This is an optimization exercise on Yosys and OpenROAD, whose aim is small area and a short achievable clock period, not a production implementation.
No run shown here included a check of the RTL's function; only the layout flow was run.
Power figures rest on the tool's default switching activity, not on a simulated workload.

$ cat design/flow/design.v
`timescale 1ns/1ps
module fp16_pipe #(
    parameter int W  = 1,
    parameter bit EN = 1'b1
) (
    input  logic         clk,
    input  logic [W-1:0] d,
    output logic [W-1:0] q
);
    if (EN) begin : g_reg
        always_ff @(posedge clk) q <= d;
    end else begin : g_wire
        assign q = d;
    end
endmodule
module fp16_vpipe #(
    parameter bit EN = 1'b1
) (
    input  logic clk,
    input  logic rst,
    input  logic d,
    output logic q
);
    if (EN) begin : g_reg
        always_ff @(posedge clk)
            if (rst) q <= 1'b0;
            else     q <= d;
    end else begin : g_wire
        assign q = d & ~rst;
    end
endmodule
module fp16_unpack (
    input  logic [15:0] w_i,
    output logic [10:0] sig_o,
    output logic [4:0]  exp_o
);
    logic n;
    always_comb begin
        n     = w_i[14:10] != 5'd0;
        sig_o = {n, w_i[9:0]};
        exp_o = n ? w_i[14:10] : {4'd0, w_i[9:0] != 10'd0};
    end
endmodule
`timescale 1ns/1ps
module fp16_mul_a (
    input  logic [10:0] a_i,
    input  logic [10:0] b_i,
    output logic [72:0] cs_o
);
    logic pp0_0;
    assign pp0_0 = a_i[0] & b_i[0];
    logic pp0_1;
    assign pp0_1 = a_i[0] & b_i[1];
    logic pp0_2;
    assign pp0_2 = a_i[0] & b_i[2];
    logic pp0_3;
    assign pp0_3 = a_i[0] & b_i[3];
    logic pp0_4;
    assign pp0_4 = a_i[0] & b_i[4];
    logic pp0_5;
    assign pp0_5 = a_i[0] & b_i[5];
    logic pp0_6;
    assign pp0_6 = a_i[0] & b_i[6];
    logic pp0_7;
    assign pp0_7 = a_i[0] & b_i[7];
    logic pp0_8;
    assign pp0_8 = a_i[0] & b_i[8];
    logic pp0_9;
    assign pp0_9 = a_i[0] & b_i[9];
    logic pp0_10;
    assign pp0_10 = a_i[0] & b_i[10];
    logic pp1_0;
    assign pp1_0 = a_i[1] & b_i[0];
    logic pp1_1;
    assign pp1_1 = a_i[1] & b_i[1];
    logic pp1_2;
    assign pp1_2 = a_i[1] & b_i[2];
    logic pp1_3;
    assign pp1_3 = a_i[1] & b_i[3];
    logic pp1_4;
    assign pp1_4 = a_i[1] & b_i[4];
    logic pp1_5;
    assign pp1_5 = a_i[1] & b_i[5];
    logic pp1_6;
    assign pp1_6 = a_i[1] & b_i[6];
    logic pp1_7;
    assign pp1_7 = a_i[1] & b_i[7];
    logic pp1_8;
    assign pp1_8 = a_i[1] & b_i[8];
    logic pp1_9;
    assign pp1_9 = a_i[1] & b_i[9];
    logic pp1_10;
    assign pp1_10 = a_i[1] & b_i[10];
    logic pp2_0;
    assign pp2_0 = a_i[2] & b_i[0];
    logic pp2_1;
    assign pp2_1 = a_i[2] & b_i[1];
    logic pp2_2;
    assign pp2_2 = a_i[2] & b_i[2];
    logic pp2_3;
    assign pp2_3 = a_i[2] & b_i[3];
    logic pp2_4;
    assign pp2_4 = a_i[2] & b_i[4];
    logic pp2_5;
    assign pp2_5 = a_i[2] & b_i[5];
    logic pp2_6;
    assign pp2_6 = a_i[2] & b_i[6];
    logic pp2_7;
    assign pp2_7 = a_i[2] & b_i[7];
    logic pp2_8;
    assign pp2_8 = a_i[2] & b_i[8];
    logic pp2_9;
    assign pp2_9 = a_i[2] & b_i[9];
    logic pp2_10;
    assign pp2_10 = a_i[2] & b_i[10];
    logic pp3_0;
    assign pp3_0 = a_i[3] & b_i[0];
    logic pp3_1;
    assign pp3_1 = a_i[3] & b_i[1];
    logic pp3_2;
    assign pp3_2 = a_i[3] & b_i[2];
    logic pp3_3;
    assign pp3_3 = a_i[3] & b_i[3];
    logic pp3_4;
    assign pp3_4 = a_i[3] & b_i[4];
    logic pp3_5;
    assign pp3_5 = a_i[3] & b_i[5];
    logic pp3_6;
    assign pp3_6 = a_i[3] & b_i[6];
    logic pp3_7;
    assign pp3_7 = a_i[3] & b_i[7];
    logic pp3_8;
    assign pp3_8 = a_i[3] & b_i[8];
    logic pp3_9;
    assign pp3_9 = a_i[3] & b_i[9];
    logic pp3_10;
    assign pp3_10 = a_i[3] & b_i[10];
    logic pp4_0;
    assign pp4_0 = a_i[4] & b_i[0];
    logic pp4_1;
    assign pp4_1 = a_i[4] & b_i[1];
    logic pp4_2;
    assign pp4_2 = a_i[4] & b_i[2];
    logic pp4_3;
    assign pp4_3 = a_i[4] & b_i[3];
    logic pp4_4;
    assign pp4_4 = a_i[4] & b_i[4];
    logic pp4_5;
    assign pp4_5 = a_i[4] & b_i[5];
    logic pp4_6;
    assign pp4_6 = a_i[4] & b_i[6];
    logic pp4_7;
    assign pp4_7 = a_i[4] & b_i[7];
    logic pp4_8;
    assign pp4_8 = a_i[4] & b_i[8];
    logic pp4_9;
    assign pp4_9 = a_i[4] & b_i[9];
    logic pp4_10;
    assign pp4_10 = a_i[4] & b_i[10];
    logic pp5_0;
    assign pp5_0 = a_i[5] & b_i[0];
    logic pp5_1;
    assign pp5_1 = a_i[5] & b_i[1];
    logic pp5_2;
    assign pp5_2 = a_i[5] & b_i[2];
    logic pp5_3;
    assign pp5_3 = a_i[5] & b_i[3];
    logic pp5_4;
    assign pp5_4 = a_i[5] & b_i[4];
    logic pp5_5;
    assign pp5_5 = a_i[5] & b_i[5];
    logic pp5_6;
    assign pp5_6 = a_i[5] & b_i[6];
    logic pp5_7;
    assign pp5_7 = a_i[5] & b_i[7];
    logic pp5_8;
    assign pp5_8 = a_i[5] & b_i[8];
    logic pp5_9;
    assign pp5_9 = a_i[5] & b_i[9];
    logic pp5_10;
    assign pp5_10 = a_i[5] & b_i[10];
    logic pp6_0;
    assign pp6_0 = a_i[6] & b_i[0];
    logic pp6_1;
    assign pp6_1 = a_i[6] & b_i[1];
    logic pp6_2;
    assign pp6_2 = a_i[6] & b_i[2];
    logic pp6_3;
    assign pp6_3 = a_i[6] & b_i[3];
    logic pp6_4;
    assign pp6_4 = a_i[6] & b_i[4];
    logic pp6_5;
    assign pp6_5 = a_i[6] & b_i[5];
    logic pp6_6;
    assign pp6_6 = a_i[6] & b_i[6];
    logic pp6_7;
    assign pp6_7 = a_i[6] & b_i[7];
    logic pp6_8;
    assign pp6_8 = a_i[6] & b_i[8];
    logic pp6_9;
    assign pp6_9 = a_i[6] & b_i[9];
    logic pp6_10;
    assign pp6_10 = a_i[6] & b_i[10];
    logic pp7_0;
    assign pp7_0 = a_i[7] & b_i[0];
    logic pp7_1;
    assign pp7_1 = a_i[7] & b_i[1];
    logic pp7_2;
    assign pp7_2 = a_i[7] & b_i[2];
    logic pp7_3;
    assign pp7_3 = a_i[7] & b_i[3];
    logic pp7_4;
    assign pp7_4 = a_i[7] & b_i[4];
    logic pp7_5;
    assign pp7_5 = a_i[7] & b_i[5];
    logic pp7_6;
    assign pp7_6 = a_i[7] & b_i[6];
    logic pp7_7;
    assign pp7_7 = a_i[7] & b_i[7];
    logic pp7_8;
    assign pp7_8 = a_i[7] & b_i[8];
    logic pp7_9;
    assign pp7_9 = a_i[7] & b_i[9];
    logic pp7_10;
    assign pp7_10 = a_i[7] & b_i[10];
    logic pp8_0;
    assign pp8_0 = a_i[8] & b_i[0];
    logic pp8_1;
    assign pp8_1 = a_i[8] & b_i[1];
    logic pp8_2;
    assign pp8_2 = a_i[8] & b_i[2];
    logic pp8_3;
    assign pp8_3 = a_i[8] & b_i[3];
    logic pp8_4;
    assign pp8_4 = a_i[8] & b_i[4];
    logic pp8_5;
    assign pp8_5 = a_i[8] & b_i[5];
    logic pp8_6;
    assign pp8_6 = a_i[8] & b_i[6];
    logic pp8_7;
    assign pp8_7 = a_i[8] & b_i[7];
    logic pp8_8;
    assign pp8_8 = a_i[8] & b_i[8];
    logic pp8_9;
    assign pp8_9 = a_i[8] & b_i[9];
    logic pp8_10;
    assign pp8_10 = a_i[8] & b_i[10];
    logic pp9_0;
    assign pp9_0 = a_i[9] & b_i[0];
    logic pp9_1;
    assign pp9_1 = a_i[9] & b_i[1];
    logic pp9_2;
    assign pp9_2 = a_i[9] & b_i[2];
    logic pp9_3;
    assign pp9_3 = a_i[9] & b_i[3];
    logic pp9_4;
    assign pp9_4 = a_i[9] & b_i[4];
    logic pp9_5;
    assign pp9_5 = a_i[9] & b_i[5];
    logic pp9_6;
    assign pp9_6 = a_i[9] & b_i[6];
    logic pp9_7;
    assign pp9_7 = a_i[9] & b_i[7];
    logic pp9_8;
    assign pp9_8 = a_i[9] & b_i[8];
    logic pp9_9;
    assign pp9_9 = a_i[9] & b_i[9];
    logic pp9_10;
    assign pp9_10 = a_i[9] & b_i[10];
    logic pp10_0;
    assign pp10_0 = a_i[10] & b_i[0];
    logic pp10_1;
    assign pp10_1 = a_i[10] & b_i[1];
    logic pp10_2;
    assign pp10_2 = a_i[10] & b_i[2];
    logic pp10_3;
    assign pp10_3 = a_i[10] & b_i[3];
    logic pp10_4;
    assign pp10_4 = a_i[10] & b_i[4];
    logic pp10_5;
    assign pp10_5 = a_i[10] & b_i[5];
    logic pp10_6;
    assign pp10_6 = a_i[10] & b_i[6];
    logic pp10_7;
    assign pp10_7 = a_i[10] & b_i[7];
    logic pp10_8;
    assign pp10_8 = a_i[10] & b_i[8];
    logic pp10_9;
    assign pp10_9 = a_i[10] & b_i[9];
    logic pp10_10;
    assign pp10_10 = a_i[10] & b_i[10];
    logic w1;
    logic w2;
    logic w3;
    logic w4;
    logic w5;
    logic w6;
    logic w7;
    logic w8;
    logic w9;
    logic w10;
    logic w11;
    logic w12;
    assign w1 = pp0_9 ^ pp1_8;
    assign w2 = pp0_9 & pp1_8;
    assign w3 = pp1_9 ^ pp2_8 ^ pp3_7;
    assign w4 = (pp1_9 & pp2_8) | (pp1_9 & pp3_7) | (pp2_8 & pp3_7);
    assign w5 = pp4_6 ^ pp5_5;
    assign w6 = pp4_6 & pp5_5;
    assign w7 = pp2_9 ^ pp3_8 ^ pp4_7;
    assign w8 = (pp2_9 & pp3_8) | (pp2_9 & pp4_7) | (pp3_8 & pp4_7);
    assign w9 = pp5_6 ^ pp6_5;
    assign w10 = pp5_6 & pp6_5;
    assign w11 = pp3_9 ^ pp4_8 ^ pp5_7;
    assign w12 = (pp3_9 & pp4_8) | (pp3_9 & pp5_7) | (pp4_8 & pp5_7);
    logic w13;
    logic w14;
    logic w15;
    logic w16;
    logic w17;
    logic w18;
    logic w19;
    logic w20;
    logic w21;
    logic w22;
    logic w23;
    logic w24;
    logic w25;
    logic w26;
    logic w27;
    logic w28;
    logic w29;
    logic w30;
    logic w31;
    logic w32;
    logic w33;
    logic w34;
    logic w35;
    logic w36;
    logic w37;
    logic w38;
    logic w39;
    logic w40;
    logic w41;
    logic w42;
    logic w43;
    logic w44;
    logic w45;
    logic w46;
    logic w47;
    logic w48;
    logic w49;
    logic w50;
    logic w51;
    logic w52;
    logic w53;
    logic w54;
    logic w55;
    logic w56;
    logic w57;
    logic w58;
    logic w59;
    logic w60;
    assign w13 = pp0_6 ^ pp1_5;
    assign w14 = pp0_6 & pp1_5;
    assign w15 = pp0_7 ^ pp1_6 ^ pp2_5;
    assign w16 = (pp0_7 & pp1_6) | (pp0_7 & pp2_5) | (pp1_6 & pp2_5);
    assign w17 = pp3_4 ^ pp4_3;
    assign w18 = pp3_4 & pp4_3;
    assign w19 = pp0_8 ^ pp1_7 ^ pp2_6;
    assign w20 = (pp0_8 & pp1_7) | (pp0_8 & pp2_6) | (pp1_7 & pp2_6);
    assign w21 = pp3_5 ^ pp4_4 ^ pp5_3;
    assign w22 = (pp3_5 & pp4_4) | (pp3_5 & pp5_3) | (pp4_4 & pp5_3);
    assign w23 = pp6_2 ^ pp7_1;
    assign w24 = pp6_2 & pp7_1;
    assign w25 = pp2_7 ^ pp3_6 ^ pp4_5;
    assign w26 = (pp2_7 & pp3_6) | (pp2_7 & pp4_5) | (pp3_6 & pp4_5);
    assign w27 = pp5_4 ^ pp6_3 ^ pp7_2;
    assign w28 = (pp5_4 & pp6_3) | (pp5_4 & pp7_2) | (pp6_3 & pp7_2);
    assign w29 = pp8_1 ^ pp9_0 ^ w1;
    assign w30 = (pp8_1 & pp9_0) | (pp8_1 & w1) | (pp9_0 & w1);
    assign w31 = pp6_4 ^ pp7_3 ^ pp8_2;
    assign w32 = (pp6_4 & pp7_3) | (pp6_4 & pp8_2) | (pp7_3 & pp8_2);
    assign w33 = pp9_1 ^ w2 ^ pp0_10;
    assign w34 = (pp9_1 & w2) | (pp9_1 & pp0_10) | (w2 & pp0_10);
    assign w35 = pp10_0 ^ w5 ^ w3;
    assign w36 = (pp10_0 & w5) | (pp10_0 & w3) | (w5 & w3);
    assign w37 = pp7_4 ^ pp8_3 ^ pp9_2;
    assign w38 = (pp7_4 & pp8_3) | (pp7_4 & pp9_2) | (pp8_3 & pp9_2);
    assign w39 = w6 ^ pp1_10 ^ pp10_1;
    assign w40 = (w6 & pp1_10) | (w6 & pp10_1) | (pp1_10 & pp10_1);
    assign w41 = w9 ^ w4 ^ w7;
    assign w42 = (w9 & w4) | (w9 & w7) | (w4 & w7);
    assign w43 = pp6_6 ^ pp7_5 ^ pp8_4;
    assign w44 = (pp6_6 & pp7_5) | (pp6_6 & pp8_4) | (pp7_5 & pp8_4);
    assign w45 = pp9_3 ^ w10 ^ pp2_10;
    assign w46 = (pp9_3 & w10) | (pp9_3 & pp2_10) | (w10 & pp2_10);
    assign w47 = pp10_2 ^ w8 ^ w11;
    assign w48 = (pp10_2 & w8) | (pp10_2 & w11) | (w8 & w11);
    assign w49 = pp4_9 ^ pp5_8 ^ pp6_7;
    assign w50 = (pp4_9 & pp5_8) | (pp4_9 & pp6_7) | (pp5_8 & pp6_7);
    assign w51 = pp7_6 ^ pp8_5 ^ pp9_4;
    assign w52 = (pp7_6 & pp8_5) | (pp7_6 & pp9_4) | (pp8_5 & pp9_4);
    assign w53 = pp3_10 ^ pp10_3 ^ w12;
    assign w54 = (pp3_10 & pp10_3) | (pp3_10 & w12) | (pp10_3 & w12);
    assign w55 = pp5_9 ^ pp6_8 ^ pp7_7;
    assign w56 = (pp5_9 & pp6_8) | (pp5_9 & pp7_7) | (pp6_8 & pp7_7);
    assign w57 = pp8_6 ^ pp9_5 ^ pp4_10;
    assign w58 = (pp8_6 & pp9_5) | (pp8_6 & pp4_10) | (pp9_5 & pp4_10);
    assign w59 = pp6_9 ^ pp7_8 ^ pp8_7;
    assign w60 = (pp6_9 & pp7_8) | (pp6_9 & pp8_7) | (pp7_8 & pp8_7);
    logic w61;
    logic w62;
    logic w63;
    logic w64;
    logic w65;
    logic w66;
    logic w67;
    logic w68;
    logic w69;
    logic w70;
    logic w71;
    logic w72;
    logic w73;
    logic w74;
    logic w75;
    logic w76;
    logic w77;
    logic w78;
    logic w79;
    logic w80;
    logic w81;
    logic w82;
    logic w83;
    logic w84;
    logic w85;
    logic w86;
    logic w87;
    logic w88;
    logic w89;
    logic w90;
    logic w91;
    logic w92;
    logic w93;
    logic w94;
    logic w95;
    logic w96;
    logic w97;
    logic w98;
    logic w99;
    logic w100;
    logic w101;
    logic w102;
    logic w103;
    logic w104;
    logic w105;
    logic w106;
    logic w107;
    logic w108;
    logic w109;
    logic w110;
    logic w111;
    logic w112;
    assign w61 = pp0_4 ^ pp1_3;
    assign w62 = pp0_4 & pp1_3;
    assign w63 = pp0_5 ^ pp1_4 ^ pp2_3;
    assign w64 = (pp0_5 & pp1_4) | (pp0_5 & pp2_3) | (pp1_4 & pp2_3);
    assign w65 = pp3_2 ^ pp4_1;
    assign w66 = pp3_2 & pp4_1;
    assign w67 = pp2_4 ^ pp3_3 ^ pp4_2;
    assign w68 = (pp2_4 & pp3_3) | (pp2_4 & pp4_2) | (pp3_3 & pp4_2);
    assign w69 = pp5_1 ^ pp6_0 ^ w13;
    assign w70 = (pp5_1 & pp6_0) | (pp5_1 & w13) | (pp6_0 & w13);
    assign w71 = pp5_2 ^ pp6_1 ^ pp7_0;
    assign w72 = (pp5_2 & pp6_1) | (pp5_2 & pp7_0) | (pp6_1 & pp7_0);
    assign w73 = w14 ^ w17 ^ w15;
    assign w74 = (w14 & w17) | (w14 & w15) | (w17 & w15);
    assign w75 = pp8_0 ^ w18 ^ w23;
    assign w76 = (pp8_0 & w18) | (pp8_0 & w23) | (w18 & w23);
    assign w77 = w16 ^ w19 ^ w21;
    assign w78 = (w16 & w19) | (w16 & w21) | (w19 & w21);
    assign w79 = w24 ^ w20 ^ w22;
    assign w80 = (w24 & w20) | (w24 & w22) | (w20 & w22);
    assign w81 = w25 ^ w27 ^ w29;
    assign w82 = (w25 & w27) | (w25 & w29) | (w27 & w29);
    assign w83 = w26 ^ w28 ^ w31;
    assign w84 = (w26 & w28) | (w26 & w31) | (w28 & w31);
    assign w85 = w30 ^ w33 ^ w35;
    assign w86 = (w30 & w33) | (w30 & w35) | (w33 & w35);
    assign w87 = w32 ^ w37 ^ w34;
    assign w88 = (w32 & w37) | (w32 & w34) | (w37 & w34);
    assign w89 = w39 ^ w36 ^ w41;
    assign w90 = (w39 & w36) | (w39 & w41) | (w36 & w41);
    assign w91 = w38 ^ w43 ^ w40;
    assign w92 = (w38 & w43) | (w38 & w40) | (w43 & w40);
    assign w93 = w45 ^ w42 ^ w47;
    assign w94 = (w45 & w42) | (w45 & w47) | (w42 & w47);
    assign w95 = w44 ^ w49 ^ w51;
    assign w96 = (w44 & w49) | (w44 & w51) | (w49 & w51);
    assign w97 = w46 ^ w53 ^ w48;
    assign w98 = (w46 & w53) | (w46 & w48) | (w53 & w48);
    assign w99 = pp10_4 ^ w50 ^ w52;
    assign w100 = (pp10_4 & w50) | (pp10_4 & w52) | (w50 & w52);
    assign w101 = w55 ^ w57 ^ w54;
    assign w102 = (w55 & w57) | (w55 & w54) | (w57 & w54);
    assign w103 = pp9_6 ^ pp5_10 ^ pp10_5;
    assign w104 = (pp9_6 & pp5_10) | (pp9_6 & pp10_5) | (pp5_10 & pp10_5);
    assign w105 = w56 ^ w59 ^ w58;
    assign w106 = (w56 & w59) | (w56 & w58) | (w59 & w58);
    assign w107 = pp7_9 ^ pp8_8 ^ pp9_7;
    assign w108 = (pp7_9 & pp8_8) | (pp7_9 & pp9_7) | (pp8_8 & pp9_7);
    assign w109 = pp6_10 ^ pp10_6 ^ w60;
    assign w110 = (pp6_10 & pp10_6) | (pp6_10 & w60) | (pp10_6 & w60);
    assign w111 = pp8_9 ^ pp9_8 ^ pp7_10;
    assign w112 = (pp8_9 & pp9_8) | (pp8_9 & pp7_10) | (pp9_8 & pp7_10);
    assign cs_o = {pp10_10, pp10_9, pp9_10, w112, pp10_8, pp9_9, pp8_10, w111, w110, w108, pp10_7, w109, w107, w106, w104, w105, w103, w102, w100, w101, w99, w98, w96, w97, w95, w94, w92, w93, w91, w90, w88, w89, w87, w86, w84, w85, w83, w82, w80, w81, w79, w78, w76, w77, w75, w74, w72, w73, w71, w70, w68, w69, w67, w66, w64, w65, w63, w62, pp5_0, w61, pp4_0, pp3_1, pp2_2, pp3_0, pp2_1, pp1_2, pp0_3, pp2_0, pp1_1, pp0_2, pp1_0, pp0_1, pp0_0};
endmodule
module fp16_mul_b (
    input  logic [72:0] cs_i,
    output logic [21:0] row0_o,
    output logic [21:0] row1_o
);
    logic pp0_0;
    assign pp0_0 = cs_i[0];
    logic pp0_1;
    assign pp0_1 = cs_i[1];
    logic pp1_0;
    assign pp1_0 = cs_i[2];
    logic pp0_2;
    assign pp0_2 = cs_i[3];
    logic pp1_1;
    assign pp1_1 = cs_i[4];
    logic pp2_0;
    assign pp2_0 = cs_i[5];
    logic pp0_3;
    assign pp0_3 = cs_i[6];
    logic pp1_2;
    assign pp1_2 = cs_i[7];
    logic pp2_1;
    assign pp2_1 = cs_i[8];
    logic pp3_0;
    assign pp3_0 = cs_i[9];
    logic pp2_2;
    assign pp2_2 = cs_i[10];
    logic pp3_1;
    assign pp3_1 = cs_i[11];
    logic pp4_0;
    assign pp4_0 = cs_i[12];
    logic w61;
    assign w61 = cs_i[13];
    logic pp5_0;
    assign pp5_0 = cs_i[14];
    logic w62;
    assign w62 = cs_i[15];
    logic w63;
    assign w63 = cs_i[16];
    logic w65;
    assign w65 = cs_i[17];
    logic w64;
    assign w64 = cs_i[18];
    logic w66;
    assign w66 = cs_i[19];
    logic w67;
    assign w67 = cs_i[20];
    logic w69;
    assign w69 = cs_i[21];
    logic w68;
    assign w68 = cs_i[22];
    logic w70;
    assign w70 = cs_i[23];
    logic w71;
    assign w71 = cs_i[24];
    logic w73;
    assign w73 = cs_i[25];
    logic w72;
    assign w72 = cs_i[26];
    logic w74;
    assign w74 = cs_i[27];
    logic w75;
    assign w75 = cs_i[28];
    logic w77;
    assign w77 = cs_i[29];
    logic w76;
    assign w76 = cs_i[30];
    logic w78;
    assign w78 = cs_i[31];
    logic w79;
    assign w79 = cs_i[32];
    logic w81;
    assign w81 = cs_i[33];
    logic w80;
    assign w80 = cs_i[34];
    logic w82;
    assign w82 = cs_i[35];
    logic w83;
    assign w83 = cs_i[36];
    logic w85;
    assign w85 = cs_i[37];
    logic w84;
    assign w84 = cs_i[38];
    logic w86;
    assign w86 = cs_i[39];
    logic w87;
    assign w87 = cs_i[40];
    logic w89;
    assign w89 = cs_i[41];
    logic w88;
    assign w88 = cs_i[42];
    logic w90;
    assign w90 = cs_i[43];
    logic w91;
    assign w91 = cs_i[44];
    logic w93;
    assign w93 = cs_i[45];
    logic w92;
    assign w92 = cs_i[46];
    logic w94;
    assign w94 = cs_i[47];
    logic w95;
    assign w95 = cs_i[48];
    logic w97;
    assign w97 = cs_i[49];
    logic w96;
    assign w96 = cs_i[50];
    logic w98;
    assign w98 = cs_i[51];
    logic w99;
    assign w99 = cs_i[52];
    logic w101;
    assign w101 = cs_i[53];
    logic w100;
    assign w100 = cs_i[54];
    logic w102;
    assign w102 = cs_i[55];
    logic w103;
    assign w103 = cs_i[56];
    logic w105;
    assign w105 = cs_i[57];
    logic w104;
    assign w104 = cs_i[58];
    logic w106;
    assign w106 = cs_i[59];
    logic w107;
    assign w107 = cs_i[60];
    logic w109;
    assign w109 = cs_i[61];
    logic pp10_7;
    assign pp10_7 = cs_i[62];
    logic w108;
    assign w108 = cs_i[63];
    logic w110;
    assign w110 = cs_i[64];
    logic w111;
    assign w111 = cs_i[65];
    logic pp8_10;
    assign pp8_10 = cs_i[66];
    logic pp9_9;
    assign pp9_9 = cs_i[67];
    logic pp10_8;
    assign pp10_8 = cs_i[68];
    logic w112;
    assign w112 = cs_i[69];
    logic pp9_10;
    assign pp9_10 = cs_i[70];
    logic pp10_9;
    assign pp10_9 = cs_i[71];
    logic pp10_10;
    assign pp10_10 = cs_i[72];
    logic w113;
    logic w114;
    logic w115;
    logic w116;
    logic w117;
    logic w118;
    logic w119;
    logic w120;
    logic w121;
    logic w122;
    logic w123;
    logic w124;
    logic w125;
    logic w126;
    logic w127;
    logic w128;
    logic w129;
    logic w130;
    logic w131;
    logic w132;
    logic w133;
    logic w134;
    logic w135;
    logic w136;
    logic w137;
    logic w138;
    logic w139;
    logic w140;
    logic w141;
    logic w142;
    logic w143;
    logic w144;
    assign w113 = pp0_3 ^ pp1_2;
    assign w114 = pp0_3 & pp1_2;
    assign w115 = pp2_2 ^ pp3_1 ^ pp4_0;
    assign w116 = (pp2_2 & pp3_1) | (pp2_2 & pp4_0) | (pp3_1 & pp4_0);
    assign w117 = pp5_0 ^ w62 ^ w65;
    assign w118 = (pp5_0 & w62) | (pp5_0 & w65) | (w62 & w65);
    assign w119 = w66 ^ w64 ^ w67;
    assign w120 = (w66 & w64) | (w66 & w67) | (w64 & w67);
    assign w121 = w68 ^ w71 ^ w70;
    assign w122 = (w68 & w71) | (w68 & w70) | (w71 & w70);
    assign w123 = w72 ^ w75 ^ w74;
    assign w124 = (w72 & w75) | (w72 & w74) | (w75 & w74);
    assign w125 = w76 ^ w79 ^ w78;
    assign w126 = (w76 & w79) | (w76 & w78) | (w79 & w78);
    assign w127 = w80 ^ w83 ^ w82;
    assign w128 = (w80 & w83) | (w80 & w82) | (w83 & w82);
    assign w129 = w84 ^ w87 ^ w86;
    assign w130 = (w84 & w87) | (w84 & w86) | (w87 & w86);
    assign w131 = w88 ^ w91 ^ w90;
    assign w132 = (w88 & w91) | (w88 & w90) | (w91 & w90);
    assign w133 = w95 ^ w92 ^ w97;
    assign w134 = (w95 & w92) | (w95 & w97) | (w92 & w97);
    assign w135 = w99 ^ w96 ^ w101;
    assign w136 = (w99 & w96) | (w99 & w101) | (w96 & w101);
    assign w137 = w103 ^ w100 ^ w105;
    assign w138 = (w103 & w100) | (w103 & w105) | (w100 & w105);
    assign w139 = w107 ^ w104 ^ w109;
    assign w140 = (w107 & w104) | (w107 & w109) | (w104 & w109);
    assign w141 = pp10_7 ^ w108 ^ w111;
    assign w142 = (pp10_7 & w108) | (pp10_7 & w111) | (w108 & w111);
    assign w143 = pp9_9 ^ pp8_10 ^ pp10_8;
    assign w144 = (pp9_9 & pp8_10) | (pp9_9 & pp10_8) | (pp8_10 & pp10_8);
    logic w145;
    logic w146;
    logic w147;
    logic w148;
    logic w149;
    logic w150;
    logic w151;
    logic w152;
    logic w153;
    logic w154;
    logic w155;
    logic w156;
    logic w157;
    logic w158;
    logic w159;
    logic w160;
    logic w161;
    logic w162;
    logic w163;
    logic w164;
    logic w165;
    logic w166;
    logic w167;
    logic w168;
    logic w169;
    logic w170;
    logic w171;
    logic w172;
    logic w173;
    logic w174;
    logic w175;
    logic w176;
    logic w177;
    logic w178;
    logic w179;
    logic w180;
    assign w145 = pp0_2 ^ pp1_1;
    assign w146 = pp0_2 & pp1_1;
    assign w147 = pp2_1 ^ pp3_0 ^ w113;
    assign w148 = (pp2_1 & pp3_0) | (pp2_1 & w113) | (pp3_0 & w113);
    assign w149 = w114 ^ w61 ^ w115;
    assign w150 = (w114 & w61) | (w114 & w115) | (w61 & w115);
    assign w151 = w116 ^ w63 ^ w117;
    assign w152 = (w116 & w63) | (w116 & w117) | (w63 & w117);
    assign w153 = w118 ^ w69 ^ w119;
    assign w154 = (w118 & w69) | (w118 & w119) | (w69 & w119);
    assign w155 = w120 ^ w73 ^ w121;
    assign w156 = (w120 & w73) | (w120 & w121) | (w73 & w121);
    assign w157 = w77 ^ w122 ^ w123;
    assign w158 = (w77 & w122) | (w77 & w123) | (w122 & w123);
    assign w159 = w81 ^ w124 ^ w125;
    assign w160 = (w81 & w124) | (w81 & w125) | (w124 & w125);
    assign w161 = w126 ^ w85 ^ w127;
    assign w162 = (w126 & w85) | (w126 & w127) | (w85 & w127);
    assign w163 = w89 ^ w128 ^ w129;
    assign w164 = (w89 & w128) | (w89 & w129) | (w128 & w129);
    assign w165 = w93 ^ w130 ^ w131;
    assign w166 = (w93 & w130) | (w93 & w131) | (w130 & w131);
    assign w167 = w94 ^ w132 ^ w133;
    assign w168 = (w94 & w132) | (w94 & w133) | (w132 & w133);
    assign w169 = w98 ^ w134 ^ w135;
    assign w170 = (w98 & w134) | (w98 & w135) | (w134 & w135);
    assign w171 = w102 ^ w137 ^ w136;
    assign w172 = (w102 & w137) | (w102 & w136) | (w137 & w136);
    assign w173 = w106 ^ w139 ^ w138;
    assign w174 = (w106 & w139) | (w106 & w138) | (w139 & w138);
    assign w175 = w110 ^ w141 ^ w140;
    assign w176 = (w110 & w141) | (w110 & w140) | (w141 & w140);
    assign w177 = w112 ^ w143 ^ w142;
    assign w178 = (w112 & w143) | (w112 & w142) | (w143 & w142);
    assign w179 = pp9_10 ^ pp10_9 ^ w144;
    assign w180 = (pp9_10 & pp10_9) | (pp9_10 & w144) | (pp10_9 & w144);
    assign row0_o = {1'b0, pp10_10, w179, w177, w175, w173, w171, w169, w167, w165, w163, w161, w159, w157, w155, w153, w151, w149, w147, pp2_0, pp0_1, pp0_0};
    assign row1_o = {1'b0, w180, w178, w176, w174, w172, w170, w168, w166, w164, w162, w160, w158, w156, w154, w152, w150, w148, w146, w145, pp1_0, 1'b0};
endmodule
module fp16_mul_cpa (
    input  logic [21:0] row0_i,
    input  logic [21:0] row1_i,
    output logic [21:0] prod_o
);
    assign prod_o = row0_i + row1_i;
endmodule
`timescale 1ns/1ps
module fp16_expo1 (
    input  logic [4:0]  k_exp_i,
    input  logic [4:0]  x_exp_i,
    input  logic [15:0] b_i,
    output logic [10:0] b_sig_o,
    output logic [4:0]  b_exp_o,
    output logic [5:0]  es_o         
);
    logic b_n;
    always_comb begin
        b_n     = b_i[14:10] != 5'd0;
        b_exp_o = b_n ? b_i[14:10] : 5'd1;
        b_sig_o = {b_n, b_i[9:0]};
        es_o    = {1'b0, k_exp_i} + {1'b0, x_exp_i};
    end
endmodule
module fp16_expo2 (
    input  logic [4:0] b_exp_i,
    input  logic [5:0] es_i,
    input  logic       p_sign_i,
    input  logic       b_sign_i,
    output logic       p_wins_o,
    output logic [4:0] shift_o,      
    output logic       drop_o,       
    output logic       edge_o,       
    output logic [5:0] exp_o,        
    output logic       sign_o,
    output logic       sub_o
);
    logic [5:0] t, pe;
    logic [6:0] d, nd;      
    always_comb begin
        t        = {1'b0, b_exp_i} + 6'd15;
        d        = {1'b0, es_i} - {1'b0, t};
        nd       = {1'b0, t} - {1'b0, es_i};
        pe       = es_i - 6'd15;           
        p_wins_o = nd[6];
        if (p_wins_o) begin
            shift_o = d[4:0];
            drop_o  = d[5:0] > 6'd21;
            edge_o  = d[5:0] == 6'd21;    
            exp_o   = pe;
            sign_o  = p_sign_i;
        end else begin
            shift_o = nd[4:0];
            drop_o  = nd[5:0] > 6'd22;
            edge_o  = nd[5:0] == 6'd22;   
            exp_o   = {1'b0, b_exp_i};
            sign_o  = b_sign_i;
        end
        sub_o = p_sign_i ^ b_sign_i;
    end
endmodule
module fp16_align (
    input  logic [21:0] prod_i,
    input  logic [10:0] b_sig_i,
    input  logic        p_wins_i,
    input  logic [4:0]  shift_i,
    input  logic        drop_i,
    input  logic        edge_i,
    input  logic        sub_i,
    output logic [21:0] hi_o,
    output logic [32:0] lo_o
);
    logic        p_top, drop;
    logic [21:0] p, bb, lo_in;
    logic [32:0] lo;
    always_comb begin
        p_top = prod_i[21];
        p     = {prod_i[21:1], prod_i[0] & ~p_top};
        bb    = {1'b0, b_sig_i, 10'd0};
        drop  = drop_i | (edge_i & (p_top ~^ p_wins_i));
        hi_o  = p_wins_i ? p : bb;
        lo_in = p_wins_i ? bb : p;
        lo    = drop ? 33'd0 : {lo_in, 11'd0} >> shift_i;
        lo_o  = sub_i ? ~lo : lo;
    end
endmodule
module fp16_cadd #(
    parameter int W = 34
) (
    input  logic [W-1:0] a_i,
    input  logic [W-1:0] b_i,
    output logic [W:0]   s0_o,      
    output logic [W:0]   s1_o       
);
    localparam int L = $clog2(W);
    logic [W-1:0] g [L+1];
    logic [W-1:0] p [L+1];
    logic [W-1:0] hp;
    assign g[0]  = a_i & b_i;
    assign p[0]  = a_i | b_i;
    assign hp    = a_i ^ b_i;
    for (genvar l = 0; l < L; l++) begin : g_lvl
        for (genvar i = 0; i < W; i++) begin : g_bit
            if ((i >> l) & 1) begin : g_op
                localparam int J = ((i >> l) << l) - 1;
                assign g[l+1][i] = g[l][i] | (p[l][i] & g[l][J]);
                assign p[l+1][i] = p[l][i] & p[l][J];
            end else begin : g_pass
                assign g[l+1][i] = g[l][i];
                assign p[l+1][i] = p[l][i];
            end
        end
    end
    logic [W:0] c0, c1;
    assign c0 = {g[L], 1'b0};
    assign c1 = {g[L] | p[L], 1'b1};
    assign s0_o = {c0[W], hp ^ c0[W-1:0]};
    assign s1_o = {c1[W], hp ^ c1[W-1:0]};
endmodule
module fp16_add (
    input  logic [21:0] hi_i,
    input  logic [32:0] lo_i,
    input  logic        sub_i,
    output logic [33:0] mag_o,
    output logic        neg_o
);
    logic [34:0] t0, t1;
    fp16_cadd #(34) cadd_i (
        .a_i({1'b0, hi_i, 11'd0}), .b_i({sub_i, lo_i}), .s0_o(t0), .s1_o(t1)
    );
    always_comb begin
        neg_o = sub_i & ~t0[34];
        if (!sub_i)
            mag_o = t0[33:0];
        else if (t0[34])
            mag_o = t1[33:0];
        else
            mag_o = ~t0[33:0];
    end
endmodule
`timescale 1ns/1ps
module fp16_lzc (
    input  logic [33:0] v_i,
    output logic [5:0]  n_o
);
    logic [63:0] z [7];
    logic [5:0]  c [7][64];
    always_comb begin
        for (int i = 0; i < 64; i++) begin
            z[0][i] = (i < 34) ? ~v_i[33 - i] : 1'b1;
            c[0][i] = '0;
        end
        for (int l = 1; l <= 6; l++) begin
            for (int i = 0; i < 64; i++) begin
                z[l][i] = 1'b0;
                c[l][i] = '0;
            end
            for (int i = 0; i < (64 >> l); i++) begin
                z[l][i] = z[l-1][2*i] & z[l-1][2*i+1];
                if (z[l-1][2*i])
                    c[l][i] = c[l-1][2*i+1] | 6'(1 << (l - 1));
                else
                    c[l][i] = c[l-1][2*i];
            end
        end
        n_o = c[6][0];
    end
endmodule
module fp16_mark (
    input  logic [5:0] exp_i,
    output logic [3:0] hi_o,
    output logic [7:0] lo_o
);
    logic [5:0] j;
    always_comb begin
        j    = 6'd32 - exp_i;
        hi_o = (exp_i <= 6'd32) ? 4'(4'd1 << j[4:3]) : 4'd0;
        lo_o = 8'(8'd1 << j[2:0]);
    end
endmodule
module fp16_normalize (
    input  logic [33:0] mag_i,
    input  logic [3:0]  mark_hi_i,
    input  logic [7:0]  mark_lo_i,
    output logic [14:0] top_o,      
    output logic [5:0]  shift_o     
);
    logic [33:0] m, n;
    fp16_lzc lzc_i (.v_i(m), .n_o(shift_o));
    always_comb begin
        for (int i = 0; i < 34; i++)
            m[i] = mag_i[i] | (i < 32 && mark_hi_i[i / 8] && mark_lo_i[i % 8]);
        n     = mag_i << {shift_o[5:2], 2'b00};
        top_o = n[33:19];
    end
endmodule
module fp16_fine (
    input  logic [14:0] top_i,
    input  logic [1:0]  shift_i,
    output logic [10:0] sig_o,
    output logic        rnd_o
);
    logic [14:0] n;
    always_comb begin
        n     = top_i << shift_i;
        sig_o = n[14:4];
        rnd_o = n[3];
    end
endmodule
module fp16_round (
    input  logic        sign_i,
    input  logic [10:0] sig_i,
    input  logic        rnd_i,
    input  logic [5:0]  e2_i,
    input  logic [5:0]  shift_i,
    output logic [15:0] result_o
);
    logic        inc;
    logic [5:0]  e0, e1, e;
    logic [9:0]  frac;
    logic        sat, zero;
    always_comb begin
        inc  = rnd_i & (&sig_i[9:0]);           
        e0   = e2_i - shift_i;
        e1   = e2_i - shift_i + 6'd1;
        e    = sig_i[10] ? (inc ? e1 : e0) : {5'd0, inc};
        frac = sig_i[9:0] + 10'(rnd_i);
        sat  = e > 6'd30;
        zero = ~sig_i[10] & (sig_i[9:0] == 10'd0) & ~rnd_i;
        if (sat)
            result_o = {sign_i, 15'h7BFF};
        else if (zero)
            result_o = 16'd0;
        else
            result_o = {sign_i, e[4:0], frac};
    end
endmodule
`timescale 1ns/1ps
module fp16_mac (
    input  logic                        clk,
    input  logic                        rst,
    input  logic                        in_valid_i,
    input  logic [2-1:0]           tag_i,
    input  logic [16-1:0]          k_i,
    input  logic [16-1:0]          x_i,
    input  logic [16-1:0]          b_i,
    output logic                        out_valid_o,
    output logic [2-1:0]           tag_o,
    output logic [16-1:0]          result_o
);
    localparam int CSW = 73;       
    logic [10:0] u_k_sig, u_x_sig;
    logic [4:0]  u_k_exp, u_x_exp;
    logic [CSW-1:0] m_cs, c1_cs;
    logic [10:0] e_b_sig, c1_b_sig;
    logic [4:0]  e_b_exp, c1_b_exp;
    logic [5:0]  e_es, c1_es;
    logic        c1_p_sign, c1_b_sign;
    logic [1:0]  c1_tag;
    logic        c1_valid;
    fp16_unpack unpack_k (.w_i(k_i), .sig_o(u_k_sig), .exp_o(u_k_exp));
    fp16_unpack unpack_x (.w_i(x_i), .sig_o(u_x_sig), .exp_o(u_x_exp));
    fp16_mul_a mul_a_i (.a_i(u_k_sig), .b_i(u_x_sig), .cs_o(m_cs));
    fp16_expo1 expo1_i (
        .k_exp_i(u_k_exp), .x_exp_i(u_x_exp), .b_i(b_i),
        .b_sig_o(e_b_sig), .b_exp_o(e_b_exp), .es_o(e_es)
    );
    fp16_vpipe #(1'b1) c1_v (.clk, .rst, .d(in_valid_i), .q(c1_valid));
    fp16_pipe #(CSW + 26, 1'b1) c1 (.clk,
        .d({m_cs, e_b_sig, e_b_exp, e_es, k_i[15] ^ x_i[15], b_i[15], tag_i}),
        .q({c1_cs, c1_b_sig, c1_b_exp, c1_es, c1_p_sign, c1_b_sign, c1_tag}));
    logic [21:0] m_row0, m_row1, m_prod, c2_prod;
    logic        x_p_wins, x_drop, x_edge, x_sign, x_sub;
    logic [4:0]  x_shift;
    logic [5:0]  x_exp;
    logic [10:0] c2_b_sig;
    logic        c2_p_wins, c2_drop, c2_edge, c2_sign, c2_sub;
    logic [4:0]  c2_shift;
    logic [5:0]  c2_exp;
    logic [1:0]  c2_tag;
    logic        c2_valid;
    fp16_mul_b mul_b_i (.cs_i(c1_cs), .row0_o(m_row0), .row1_o(m_row1));
    fp16_mul_cpa mul_cpa_i (.row0_i(m_row0), .row1_i(m_row1), .prod_o(m_prod));
    fp16_expo2 expo2_i (
        .b_exp_i(c1_b_exp), .es_i(c1_es), .p_sign_i(c1_p_sign), .b_sign_i(c1_b_sign),
        .p_wins_o(x_p_wins), .shift_o(x_shift), .drop_o(x_drop), .edge_o(x_edge),
        .exp_o(x_exp), .sign_o(x_sign), .sub_o(x_sub)
    );
    fp16_vpipe #(1'b1) c2_v (.clk, .rst, .d(c1_valid), .q(c2_valid));
    fp16_pipe #(51, 1'b1) c2 (.clk,
        .d({m_prod, c1_b_sig, x_p_wins, x_shift, x_drop, x_edge, x_exp, x_sign, x_sub, c1_tag}),
        .q({c2_prod, c2_b_sig, c2_p_wins, c2_shift, c2_drop, c2_edge, c2_exp, c2_sign, c2_sub, c2_tag}));
    logic [21:0] a_hi, c3_hi;
    logic [32:0] a_lo, c3_lo;
    logic [5:0]  c3_exp;
    logic        c3_sign, c3_sub;
    logic [1:0]  c3_tag;
    logic        c3_valid;
    fp16_align align_i (
        .prod_i(c2_prod), .b_sig_i(c2_b_sig), .p_wins_i(c2_p_wins), .shift_i(c2_shift),
        .drop_i(c2_drop), .edge_i(c2_edge), .sub_i(c2_sub), .hi_o(a_hi), .lo_o(a_lo)
    );
    fp16_vpipe #(1'b1) c3_v (.clk, .rst, .d(c2_valid), .q(c3_valid));
    fp16_pipe #(65, 1'b1) c3 (.clk,
        .d({a_hi, a_lo, c2_exp, c2_sign, c2_sub, c2_tag}),
        .q({c3_hi, c3_lo, c3_exp, c3_sign, c3_sub, c3_tag}));
    logic [33:0] d_mag, c4_mag;
    logic        d_neg;
    logic [5:0]  c4_e2;
    logic [3:0]  k_mark_hi, c4_mark_hi;
    logic [7:0]  k_mark_lo, c4_mark_lo;
    logic        c4_sign;
    logic [1:0]  c4_tag;
    logic        c4_valid;
    fp16_add add_i (.hi_i(c3_hi), .lo_i(c3_lo), .sub_i(c3_sub), .mag_o(d_mag), .neg_o(d_neg));
    fp16_vpipe #(1'b1) c4_v (.clk, .rst, .d(c3_valid), .q(c4_valid));
    fp16_mark mark_i (.exp_i(c3_exp), .hi_o(k_mark_hi), .lo_o(k_mark_lo));
    fp16_pipe #(55, 1'b1) c4 (.clk,
        .d({d_mag, c3_exp + 6'd2, k_mark_hi, k_mark_lo, c3_sign ^ d_neg, c3_tag}),
        .q({c4_mag, c4_e2, c4_mark_hi, c4_mark_lo, c4_sign, c4_tag}));
    logic [14:0] n_top, c5_top;
    logic        c5_sign;
    logic [5:0]  n_shift, c5_shift, c5_e2;
    logic [1:0]  c5_tag;
    logic        c5_valid;
    fp16_normalize normalize_i (.mag_i(c4_mag), .mark_hi_i(c4_mark_hi), .mark_lo_i(c4_mark_lo), .top_o(n_top), .shift_o(n_shift));
    fp16_vpipe #(1'b1) c5_v (.clk, .rst, .d(c4_valid), .q(c5_valid));
    fp16_pipe #(30, 1'b1) c5 (.clk,
        .d({n_top, n_shift, c4_e2, c4_sign, c4_tag}),
        .q({c5_top, c5_shift, c5_e2, c5_sign, c5_tag}));
    logic [15:0] r_result;
    logic [10:0] f_sig;
    logic        f_rnd;
    fp16_fine fine_i (.top_i(c5_top), .shift_i(c5_shift[1:0]), .sig_o(f_sig), .rnd_o(f_rnd));
    fp16_round round_i (.sign_i(c5_sign), .sig_i(f_sig), .rnd_i(f_rnd), .e2_i(c5_e2), .shift_i(c5_shift), .result_o(r_result));
    always_ff @(posedge clk) begin
        if (rst) begin
            out_valid_o <= 1'b0;
            tag_o       <= '0;
            result_o    <= '0;
        end else begin
            out_valid_o <= c5_valid;
            if (c5_valid) begin
                tag_o    <= c5_tag;
                result_o <= r_result;
            end
        end
    end
endmodule
$ cat design/flow/run.sh
#!/bin/bash
# synth_recipe.tcl (not shown) runs the flow's synth.tcl, then flattens the netlist and writes it again
# the make line also repeats each setting of config.mk as NAME=value (left out here)
make -C /OpenROAD-flow-scripts/flow DESIGN_CONFIG=/design/flow/config.mk WORK_HOME=/design/flow/orfs CLKGATE_MAP_FILE= SYNTH_SCRIPT=/design/flow/synth_recipe.tcl finish
$ cat design/flow/config.mk
export PLATFORM = sky130hd
export DESIGN_NAME = fp16_mac
export DESIGN_NICKNAME = fp16_mac
export VERILOG_FILES = /design/flow/design.v
export SDC_FILE = /design/flow/constraint.sdc
export NUM_CORES = 4
export LEC_CHECK = 0
export CAP_MARGIN = 20
export CORE_MARGIN = 2
export CORE_UTILIZATION = 40
export CTS_CLUSTER_DIAMETER = 70
export CTS_CLUSTER_SIZE = 40
export SETUP_SLACK_MARGIN = 3.1
export SLEW_MARGIN = 20
$ cat design/flow/constraint.sdc
create_clock -name core_clock -period 6.0 [get_ports {clk}]
set_input_delay 1.2000 -clock core_clock [delete_from_list [all_inputs] [get_ports {clk}]]
set_output_delay 1.2000 -clock core_clock [all_outputs]
set_load 0.01 [all_outputs]
==> flow_summary.yaml, run 1 <==
floorplan:
  start_util_pct: 40.2
  num_rows: 78
  core-area_um2: 45100
  io_pins: 72
  dieWidth_um: 217
  die-area_um2: 47100
  fp.dieH_um: 217
worst_setup_path:
  critPathBufInv: 2
  crit_path_frequent_cell: "fa_1"
  cp.required_ns: 6.47
  start_kind: "register"
  path_max_fanout: 4
  cpMaxStageDelayCell: "fa_1"
  slowest_delay_ns: 0.52
  cp_top_family: "adder cells"
  end_kind: "register"
  regToRegSetupSlack_ns: 2.82
  worstPathCellList: "fa_1 > inv_1 > fa_1 > inv_2 > ha_4 > nor3_4 > o211ai_1 > nand2_1 > o2111ai_4 > a31o_4 > a21oi_4 > o21ai_1 > a21oi_1 > xnor2_1"
  worstSetupPathType: "register to register"
  worstPathArrival_ns: 3.65
global_routing:
  use_met3_pct: 2.12
  grt_pass1_wl_mm: 72.4
  grt_pass1_vias: 13700
  grt_max_degree: 51
  track_usage_pct: 19.0
  antenna_found_initial: 0
  grt_use_met1_pct: 23.1
  global_route.usage.met2_pct: 35.4
  gr-total-overflow: 0
  top_usage_layer: "met2"
yosys:
  synth_edf_count: 0
  synthFlopType: "dfxtp_1"
  yosysUniqueCellTypes: 87
  synth_cells: 1944
  async_reset_ff_share_pct: 0
  synth.yosys.warnings: 24
  synthesis.area_um2: 18100
  ys_ff_latch: 324
  synth_area_per_cell_um2: 9.33
  yosysSeqAreaShare_pct: 35.7
  synth_nets: 2192
cells_and_area:
  drive_gt1_share_pct: 18.2
  layout_common_cells: "dfxtp_1 (298), inv_1 (203), nand2_1 (159), nor2_1 (116), and2_1 (99)"
  nNetsFinal: 2289
  areaGrowthSynthToFinish_pct: 20.9
  insertedDiodeCount: 0
  layout_commonest_cell: "dfxtp_1"
pwr:
  cellPowerDensity_nw_per_um2: 561
  power_leakage_nw: 9.37
  vdd_drop_max_v: 0.000262
  power.total_mw: 12.3
routing:
  dr.pass1.iters: 5
  dr.first_iter.drc_count: 725
  drt-vias-per-instance: 5.10
  drcViolationCount: 0
  wl_mm: 45.2
  drt-wirelength-per-cell_um: 17.0
  ant_nets: 0
  vias: 13600
flow_run:
  maxCapViolCount: 0
cts:
  cts_sinks: 324
  cts_tree: "built"
  numCtsBuffers: 24
  h-tree-depth: 1
  cts.path.max_buffers: 3
  cts_root_buf: "clkbuf_16"
  holdBufCountCts: 0
  clk_pin_slew_ns: 0.10
  insertion_delay_ns: 0.56
run_status:
  status: "timing/DRC/antenna clean"
sta:
  worst_pin_slew_ns: 0.942
  hold_viol_final: 0
  slew-limit-headroom_pct: 37.1
  setup_viol: 0
  worst_slack_ns: 2.82
  maxSlewViolCount: 0
  clock_skew_ns: 0.0303
  fmax_ghz: 0.314
  fin_crit_sh_pct: 53.0
  post-route-min-period_ns: 3.18
  setup_tns_ns: 0
  rsz0062_at_grt: "yes"
place:
  io_buffers: 71
  place_congestion: 0.943
  dp_hpwl_mm: 33.3
  pre_cts_slack_ns: 2.20
worst_hold_path:
  hp-class: "register to register"
[layer usage]
metal  routed length (µm)  vias to the layer above
met5                    0                        -
met4                 1160                        0
met3                 1620                       70
met2                23400                      334
met1                19100                     6478
li1                     -                     6686
[logic make-up after synthesis]
group	Yosys count	share of synthesized area [%]
and+or+nand+nor	556	15.3
AOI/OAI and AO/OA	353	12.9
DFF	324	35.7
buffers and inverters	309	6.65
adders and majority gates	195	17.1
xor gates and xnor gates	119	5.74
muxes	88	6.63
[per-stage QoR]
stage,hold WS [ns],cell area [µm²],instances,util [%]
after detailed placement,0.312,19400,2530,43.0
after global routing,0.334,21900,2659,48.7
final,0.328,21900,2659,48.7
after global placement,0.311,19400,2530,43.0
after CTS,0.330,21200,2625,47.0
after floorplan,0.310,18300,1944,-
[flip-flops by register name, summed over array words and instances (netlist names)]
signal       cells
c1.q            99
c1_v.q           1
c2.q            51
c2_v.q           1
c3.q            65
c3_v.q           1
c4.q            55
c4_v.q           1
c5.q            30
c5_v.q           1
out_valid_o      1
result_o        16
tag_o            2
[cell usage after synthesis (6+ instances only)]
master / n / area (µm²)
a221o_1: 10 / 100
clkbuf_1: 68 / 255
a21oi_1: 92 / 460
a211oi_1: 20 / 150
a211o_1: 6 / 52.6
xnor2_1: 69 / 604
o21ai_0: 69 / 345
or2_2: 7 / 43.8
o22ai_1: 14 / 87.6
a31oi_1: 9 / 56.3
o211ai_1: 7 / 52.6
mux4_2: 14 / 315
a221oi_1: 10 / 87.6
nor2_1: 119 / 447
nand3_1: 30 / 150
o21ai_1: 14 / 70.1
and3_1: 17 / 106
dfxtp_1: 324 / 6490
buf_2: 12 / 60.1
mux4_1: 7 / 184
ha_1: 107 / 1340
buf_1: 7 / 26.3
nor3_1: 35 / 175
o21a_1: 13 / 97.6
fa_1: 88 / 1760
nand2b_1: 14 / 87.6
and2_1: 102 / 638
a22oi_1: 6 / 45.0
nor4_1: 12 / 75.1
inv_1: 216 / 811
o21bai_1: 11 / 82.6
nand2_1: 162 / 608
mux2_2: 26 / 293
xor2_1: 50 / 438
nor2b_1: 21 / 131
nand4_1: 8 / 50.1
nor2_2: 7 / 43.8
mux2i_1: 41 / 410
a21o_1: 19 / 143
[final cells by class]
type	instances	area, µm²
fillers	4213	23100
multi-input cells	1312	11300
flip-flops and latches	324	6530
repair buffers	161	1540
inverters	218	826
well taps	600	751
clock buffers	26	639
clock inverters	18	338
[timing repair]
action,4_1_cts,5_1_grt
pin swaps,56,64
cloned,3,1
resized for setup,138,135
buffers inserted,48,33
setup endpoints to repair,100,106
[where the power goes]
group	switching [mW]	internal, mW
clock	0.993	0.896
sequential	0.749	2.86
combinational	3.58	3.24
[final timing paths]
path                      startpoint                to  cells past startpoint
setup reg to reg    c1.q[40]$_DFF_P_  c2.q[49]$_DFF_P_                     14
hold reg to reg   c2.q[9]$_SDFF_PN0_   c3.q[9]$_DFF_P_                      0
setup / recovery    c1.q[40]$_DFF_P_  c2.q[49]$_DFF_P_                     14
hold / removal    c2.q[9]$_SDFF_PN0_   c3.q[9]$_DFF_P_                      0
==> run 2, diff against run 1 <==
--- a/design/flow/config.mk
+++ b/design/flow/config.mk
@@ -12,3 +12,3 @@
 export CTS_CLUSTER_SIZE = 40
-export SETUP_SLACK_MARGIN = 3.1
+export SETUP_SLACK_MARGIN = 2.8
 export SLEW_MARGIN = 20
==> run 2 against run 1 <==
Compared with the run above:
- total power fell by 8.7%
- combinational power fell by 13%
- core utilization fell by 2.7 points
- largest power group unchanged
- via count fell by 4.2%
- first-iteration DRC count fell by 20%
==> flow_summary.yaml, run 2 <==
yosys:
  synth.yosys.warnings: 24
  netlist_top_cells_count: "dfxtp_1 (324), inv_1 (216), nand2_1 (162)"
  yosysUniqueCellTypes: 87
  synth.most_common_cell: "dfxtp_1"
  synth_edf_count: 0
  synth.top_cell.area_share_pct: 35.7
  netlist_top_cells_area: "dfxtp_1 (36%), fa_1 (9.7%), ha_1 (7.4%), inv_1 (4.5%), and2_1 (3.5%)"
  yosys.area_share.adder_pct: 17.1
  yosysSeqAreaShare_pct: 35.7
  synthSimpleGateAreaFrac_pct: 15.3
  ys_ff_latch: 324
  synthXorXnorAreaFrac_pct: 5.74
  synth_nets: 2192
  synth_area_per_cell_um2: 9.33
  synth_top_family_by_area: "adder cells"
  synthesis.area_um2: 18100
  synth_compound_area_share_pct: 12.9
  yosys.area.top_type: "dfxtp_1"
  synthFlopType: "dfxtp_1"
  async_reset_ff_share_pct: 0
  synth_cells: 1944
  synthMuxAreaShare_pct: 6.63
global_routing:
  grt_pass1_vias: 13400
  top_usage_layer: "met2"
  gr-total-overflow: 0
  antenna_found_initial: 0
  grt_pass1_wl_mm: 70.3
  track_usage_pct: 18.4
  global_route.usage.met2_pct: 33.2
  grt_use_met1_pct: 22.7
  use_met3_pct: 1.98
  grt_max_degree: 51
sta:
  fin_crit_sh_pct: 53.7
  setup_viol: 0
  fmax_ghz: 0.310
  post-route-min-period_ns: 3.22
  maxSlewViolCount: 0
  slew-limit-headroom_pct: 35.9
  clock_skew_ns: 0.0290
  setup_tns_ns: 0
  worst_pin_slew_ns: 0.962
  hold_viol_final: 0
  rsz0062_at_grt: "yes"
  worst_slack_ns: 2.78
routing:
  dr.first_iter.drc_count: 577
  ant_nets: 0
  vias: 13000
  wl_mm: 43.2
  drt-wirelength-per-cell_um: 16.7
  dr.pass1.iters: 5
  drt-vias-per-instance: 5.02
  drcViolationCount: 0
cells_and_area:
  top_register: "c1.q"
  layout_common_cells: "dfxtp_1 (317), inv_1 (211), nand2_1 (160), nor2_1 (118), and2_1 (102)"
  areaGrowthSynthToFinish_pct: 14.1
  largest_register_ff_count: 99
  nNetsFinal: 2218
  insertedDiodeCount: 0
  layout_commonest_cell: "dfxtp_1"
  top_regs: "c1.q: 99 flops, c3.q: 65 flops, c4.q: 55 flops"
  drive_gt1_share_pct: 10.1
cts:
  numCtsBuffers: 22
  insertion_delay_ns: 0.56
  cts_root_buf: "clkbuf_16"
  cts.path.max_buffers: 3
  cts_sinks: 324
  cts_tree: "built"
  h-tree-depth: 1
  clk_pin_slew_ns: 0.11
worst_hold_path:
  hp-class: "register to register"
worst_setup_path:
  cpMaxStageDelayCell: "fa_1"
  slowest_delay_ns: 0.54
  end_kind: "register"
  path_max_fanout: 4
  worstPathArrival_ns: 3.68
  critPathBufInv: 3
  worstPathCellList: "inv_2 > fa_1 > inv_2 > fa_1 > ha_4 > and3_4 > and3_4 > a21oi_4 > a21boi_4 > o31ai_2 > buf_4 > a211oi_2 > nor2b_2 > xnor2_1"
  worstSetupPathType: "register to register"
  cp_top_family: "adder cells"
  cp.required_ns: 6.46
  start_kind: "register"
pwr:
  vdd_drop_max_v: 0.000247
  power_leakage_nw: 8.92
  cellPowerDensity_nw_per_um2: 543
floorplan:
  die-area_um2: 47100
  io_pins: 72
  fp.dieH_um: 217
  num_rows: 78
  start_util_pct: 40.2
  core-area_um2: 45100
  dieWidth_um: 217
run_status:
  status: "timing/DRC/antenna clean"
place:
  io_buffers: 71
  dp_hpwl_mm: 33.4
  place_congestion: 0.887
  pre_cts_slack_ns: 2.20
flow_run:
  maxCapViolCount: 0
## run 2: changes by cell type in the layout (fill, tap and decap cells not counted), sizes merged
cell / previous run / this run
buf: 89 / 21
dlygate4sd2: 14 / 0
clkbuf: 32 / 22
dlymetal6s2s: 1 / 11
clkdlybuf4s50: 51 / 60
clkinv: 5 / 9
clkinvlp: 3 / 1
inv: 228 / 226
## run 2: metal layers
| metal | routed length [µm] | part of all wire, % |
|---|---|---|
| met5 | 0 | 0 |
| met4 | 1500 | 3.5 |
| met3 | 1560 | 3.6 |
| met2 | 21300 | 49 |
| met1 | 18900 | 44 |
## run 2: report_power, final
group	leakage [nW]	switching (mW)	total (mW)	internal, mW
clock	0.407	0.948	1.73	0.781
sequential	2.71	0.741	3.59	2.84
combinational	5.80	3.19	5.93	2.74
## run 2: cell families after synthesis
group | count (synthesis)
AO/OA/AOI/OAI | 353
XOR/XNOR | 119
adder cells (fa/ha/maj) | 195
buffers and inverters | 309
flip-flops | 324
multiplexers | 88
AND/OR/NAND/NOR | 556
## run 2: final timing paths
kind / cells past startpoint / end / start / slack (ns)
max: 14 / c2.q[48]$_DFF_P_ / c1.q[62]$_DFF_P_ / 2.78
min: 0 / c5.q[7]$_DFF_P_ / c4.q[19]$_DFF_P_ / 0.33
max reg2reg: 14 / c2.q[48]$_DFF_P_ / c1.q[62]$_DFF_P_ / 2.78
min reg2reg: 0 / c5.q[7]$_DFF_P_ / c4.q[19]$_DFF_P_ / 0.33
## run 2: worst reg2reg max path, delay by kind of cell (launching register included)
family	cells	cell delay, ns
AND/OR/NAND/NOR	3	0.45
AO/OA/AOI/OAI	4	0.60
flip-flops	1	0.35
XOR/XNOR	1	0.12
buffers and inverters	3	0.24
adder cells (fa/ha/maj)	3	1.36
## run 2: through the flow
stage          instance area, µm²  util, %  total power, mW  hold slack (ns)  cells
2_1_floorplan               18100        -             7.56            0.310   1944
6_report                    20700     45.9             11.2            0.335   2586
4_1_cts                     20400     45.2             11.0            0.336   2577
3_5_place_dp                19300     42.7             8.90            0.312   2530
3_3_place_gp                19300     42.7             8.83            0.310   2530
5_1_grt                     20700     45.9             12.2            0.338   2586
## run 2: layout make-up
| type | count | area, µm² |
|---|---|---|
| Timing Repair Buffer | 92 | 912 |
| Clock buffer | 22 | 551 |
| Fill cell | 4367 | 24400 |
| Sequential cell | 324 | 6490 |
| Clock inverter | 18 | 322 |
| Multi-Input combinational cell | 1312 | 10900 |
| Tap cell | 600 | 751 |
| Inverter | 218 | 818 |
## run 2: what timing repair did
item | in CTS | in global routing
gates cloned | 1 | 0
setup buffers | 6 | 9
gates resized for setup | 38 | 62
setup endpoints to repair | 53 | 55
hold buffers | 0 | 0
pin swaps | 14 | 30

==> re-timing with driven ports <==
The flow's constraints put no driver on any port. The routed layouts listed below were extracted and timed again, unchanged, in two steps. Step 1 sets driving cells, clkbuf_16 on the clock port and buf_2 on the other inputs (assumed; they add their load-dependent delay and slew). Step 2 moves the port delays by t, midway between the first and last clock arrival at a register: inputs arrive t later, outputs are due t later. That takes back most of the time a late clock gives input paths. a / b / c = ideal / step 1 / step 2; a / b = the first two.
run | t, ns | setup slack, ns | cell pins on the clock port's net
run 1 | 0.608 | 2.820 / 2.820 / 2.600 | 1
run 2 | 0.599 | 2.778 / 2.778 / 2.318 | 1
After both steps setup and hold are still met in every run listed. For run 2, which loses most, drivers alone change the setup slack by 0.000 ns; drivers and shift together by -0.460 ns.
